Background: an optimization exercise with open tools, aiming at small area, a short achievable clock period and few clock cycles per item. Do not read the settings as production practice.
Only simulation tests tie the RTL to the original design; equivalence was not proved.

==> flow/design.v (excerpt) <==
module ycbcr420_to_rgb_flip_core
#(
	parameter int MAX_WIDTH  = 2048,
	parameter int MAX_HEIGHT = 2048
) (
	input  logic        clk,
	input  logic        arst_n,
	input  logic        wr_en,
	input  logic [1:0]  wr_index,
	input  logic [12:0] wr_data,
	input  logic        s_tvalid,
	output logic        s_tready,
	input  logic [47:0] s_tdata,
	output logic        m_tvalid,
	input  logic        m_tready,
	output logic [71:0] m_tdata,
	output logic        m_tlast,
	output logic        m_tuser
);
	function automatic logic [7:0] sat8(input logic signed [10:0] v);
		if (v[10]) begin
			sat8 = 8'd0;
		end else if (v[9] | v[8]) begin
			sat8 = 8'd255;
		end else begin
			sat8 = v[7:0];
		end
	endfunction
	logic        ph;        
	logic        v1;
	logic        v2;
	logic        ld2;
	logic        r2_free;
	logic        ov;
	logic        olast;     
	logic        addr_ok;
	logic        adv;       
	logic        r1_free;
	logic        ld1;
	logic        ld1_in;    
	logic        ld_lo;
	logic        acc;
	logic        skid_v;    
	logic [7:0]  sk_a;
	logic [7:0]  sk_b;
	assign adv      = v2 && (!ov || m_tready) && addr_ok;
	assign r2_free  = !v2 || adv;
	assign ld2      = v1 && r2_free;
	assign r1_free  = !v1 || ld2;
	assign ld1      = r1_free && (skid_v || s_tvalid);
	assign ld1_in   = r1_free && !skid_v && s_tvalid;
	assign ld_lo    = adv && !olast;
	assign s_tready = ph && !skid_v;
	assign acc      = s_tvalid && s_tready;
	always_ff @(posedge clk or negedge arst_n) begin
		if (!arst_n) begin
			ph     <= 1'b0;
			skid_v <= 1'b0;
			v1     <= 1'b0;
			v2     <= 1'b0;
			ov     <= 1'b0;
			olast  <= 1'b1;
		end else begin
			if (ld1_in || acc) begin
				ph <= !ph;
			end
			if (acc && !r1_free) begin
				skid_v <= 1'b1;
			end else if (r1_free) begin
				skid_v <= 1'b0;
			end
			if (r1_free) begin
				v1 <= skid_v || s_tvalid;
			end
			if (r2_free) begin
				v2 <= v1;
			end
			if (adv) begin
				ov    <= 1'b1;
				olast <= !olast;
			end else if (m_tready) begin
				ov    <= 1'b0;
			end
		end
	end
	always_ff @(posedge clk) begin
		if (acc && !r1_free) begin
			sk_a <= s_tdata[23:16];
			sk_b <= s_tdata[31:24];
		end
	end
	logic [7:0] ya_q;
	logic [7:0] yb_q;
	logic [7:0] cb_q;
	logic [7:0] cr_q;
  ...
export LEC_CHECK = 0
export CAP_MARGIN = 20
export CORE_MARGIN = 2
export CORE_UTILIZATION = 40
export CTS_BUF_LIST = sky130_fd_sc_hd__clkbuf_8
export CTS_CLUSTER_DIAMETER = 60
export CTS_CLUSTER_SIZE = 18
export SLEW_MARGIN = 20
create_clock -name core_clock -period 11.0 [get_ports {clk}]
standard.sh (not shown) runs the stock make flow with config.mk's settings and CLKGATE_MAP_FILE= SYNTH_SCRIPT=/design/flow/synth_recipe.tcl, a recipe that flattens the netlist after the stock synthesis.
==> flow/flow/run.sh <==
#!/bin/bash
# The standard layout, with repair_timing aiming below the clock period
# (setup margin) so the critical paths are sized and buffered, and the port
# buffers made from the smallest buffer cell (repair sizes them up as needed).
set -euo pipefail
bash standard.sh SETUP_SLACK_MARGIN=7.0 "BUFFER_PORTS_ARGS=-buffer_cell sky130_fd_sc_hd__buf_1" finish > make.log 2>&1
Testbench counts at the start, summed over its fixed seeds: cycles 19,304, items 9,600.
Then changed:
--- a/flow/config.mk
+++ b/flow/config.mk
@@ -9,6 +9,6 @@
 export CORE_MARGIN = 2
-export CORE_UTILIZATION = 40
+export CORE_UTILIZATION = 50
 export CTS_BUF_LIST = sky130_fd_sc_hd__clkbuf_8
-export CTS_CLUSTER_DIAMETER = 60
-export CTS_CLUSTER_SIZE = 18
+export CTS_CLUSTER_DIAMETER = 100
+export CTS_CLUSTER_SIZE = 12
 export SLEW_MARGIN = 20
The new run went through all stages and came out clean.
Maximum frequency drops by 2.4%.
Worst setup slack got worse by 0.10 ns.
Sequential share of layout area went up by 1.1 points.
Synthesized cell count is unchanged.
Cell area goes down by 3.3%.
First-iteration DRC count goes up by about 3%.
Sequential cell count stays the same.
Critical path depth grows by 2.
Then changed:
--- a/flow/config.mk
+++ b/flow/config.mk
@@ -9,3 +9,3 @@
 export CORE_MARGIN = 2
-export CORE_UTILIZATION = 50
+export CORE_UTILIZATION = 40
 export CTS_BUF_LIST = sky130_fd_sc_hd__clkbuf_8
Via count grows by 0.97%.
Wire length rose by 4.0%.
Clock-buffer cell count stays the same.
Core utilization shrinks by 11 points.

* * *

north:
ycbcr420_to_rgb_flip_core, a different RTL version from the one above (not shown whole).
Size: about 270 flip-flops, roughly 20000 µm² of cells after synthesis.
export LEC_CHECK = 0
export CAP_MARGIN = 20
export CORE_MARGIN = 2
export CORE_UTILIZATION = 40
export CTS_BUF_LIST = sky130_fd_sc_hd__clkbuf_8
export CTS_CLUSTER_DIAMETER = 100
export CTS_CLUSTER_SIZE = 12
export SLEW_MARGIN = 20
create_clock -name core_clock -period 11.0 [get_ports {clk}]
==> flow/flow/run.sh <==
#!/bin/bash
# The standard layout, with repair_timing aiming below the clock period
# (setup margin) so the critical paths are sized and buffered, and the port
# buffers made from the smallest buffer cell (repair sizes them up as needed).
set -euo pipefail
bash standard.sh SETUP_SLACK_MARGIN=7.1 "BUFFER_PORTS_ARGS=-buffer_cell sky130_fd_sc_hd__buf_1" finish > make.log 2>&1
north finished every stage and its layout cleared the timing, DRC and antenna checks.
Testbench counts of north, summed over its fixed seeds: cycles 19,304, items 9,600.
For south, these inputs were changed with respect to north:
--- a/flow/flow/run.sh
+++ b/flow/flow/run.sh
@@ -5,2 +5,2 @@
 set -euo pipefail
-bash standard.sh SETUP_SLACK_MARGIN=7.1 "BUFFER_PORTS_ARGS=-buffer_cell sky130_fd_sc_hd__buf_1" finish > make.log 2>&1
+bash standard.sh SETUP_SLACK_MARGIN=7.0 "BUFFER_PORTS_ARGS=-buffer_cell sky130_fd_sc_hd__buf_1" finish > make.log 2>&1
Findings:
Diff north -> south: average wire per cell in the routed design saw a decrease, via density per instance saw little to no change, maximum net fanout on the critical path saw an increase. A capture point of the critical path of kg_q[2]$_DFFE_PP_ is what south shows, while opix[10]$_SDFFCE_PP0P_ belongs to north.
Here is what was changed in the inputs of east compared with south.
--- a/flow/flow/run.sh
+++ b/flow/flow/run.sh
@@ -5,2 +5,2 @@
 set -euo pipefail
-bash standard.sh SETUP_SLACK_MARGIN=7.0 "BUFFER_PORTS_ARGS=-buffer_cell sky130_fd_sc_hd__buf_1" finish > make.log 2>&1
+bash standard.sh SETUP_SLACK_MARGIN=6.9 "BUFFER_PORTS_ARGS=-buffer_cell sky130_fd_sc_hd__buf_1" finish > make.log 2>&1
- east against south: largest net degree at the start of global routing essentially unchanged; total wirelength of the detailed-routed design decreased about 1.4%; fraction of area in multi-input gates decreased 0.24 points; share of the final layout cell area in sequential cells increased 0.34 points.
- Core utilization down 0.47 points in east wrt south
- Between south and east, the final period demand of the worst path is higher for east.
- Changes observed in east relative to south: final-report setup violation count level; via-per-instance ratio level.

==> port drivers added, routing unchanged <==
The results above use ideal ports. As a check the final layouts listed here were re-extracted and re-timed, cells and wires unchanged. Step 1 (the two cells are an assumption about what drives the block):
set clk [get_ports {clk}]
set_driving_cell -lib_cell sky130_fd_sc_hd__clkbuf_16 $clk
set_driving_cell -lib_cell sky130_fd_sc_hd__buf_2 [delete_from_list [all_inputs] $clk]
Step 2 moves the port delays by t, midway between the first and last clock arrival at a register: inputs arrive t later, outputs are due t later. That takes back most of the time a late clock gives input paths. Three values: ideal, step 1, step 2; two values: the first two.
| run | t, ns | setup slack, ns | worst setup path at the end | clock arrival spread, ns | worst slew at a driven data input, ns |
|---|---|---|---|---|---|
| the first run of note 1 | 0.645 | 6.986 / 6.986 / 6.521 | input to register | 0.055 / 0.054 | 0.06 |
| the second run of note 1 | 0.651 | 6.886 / 6.886 / 6.520 | input to register | 0.029 / 0.029 | 0.05 |
| the third run of note 1 | 0.653 | 6.972 / 6.972 / 6.539 | input to register | 0.032 / 0.033 | 0.07 |
| north | 0.671 | 6.980 / 6.980 / 6.589 | input to register | 0.027 / 0.027 | 0.05 |
| south | 0.659 | 7.007 / 7.007 / 6.514 | input to register | 0.036 / 0.036 | 0.04 |
| east | 0.666 | 6.923 / 6.923 / 6.479 | input to register | 0.043 / 0.043 | 0.04 |
After both steps every run listed still meets setup and hold. The setup slack of south, which loses most, moves by 0.000 ns with the drivers and by -0.493 ns with both steps.
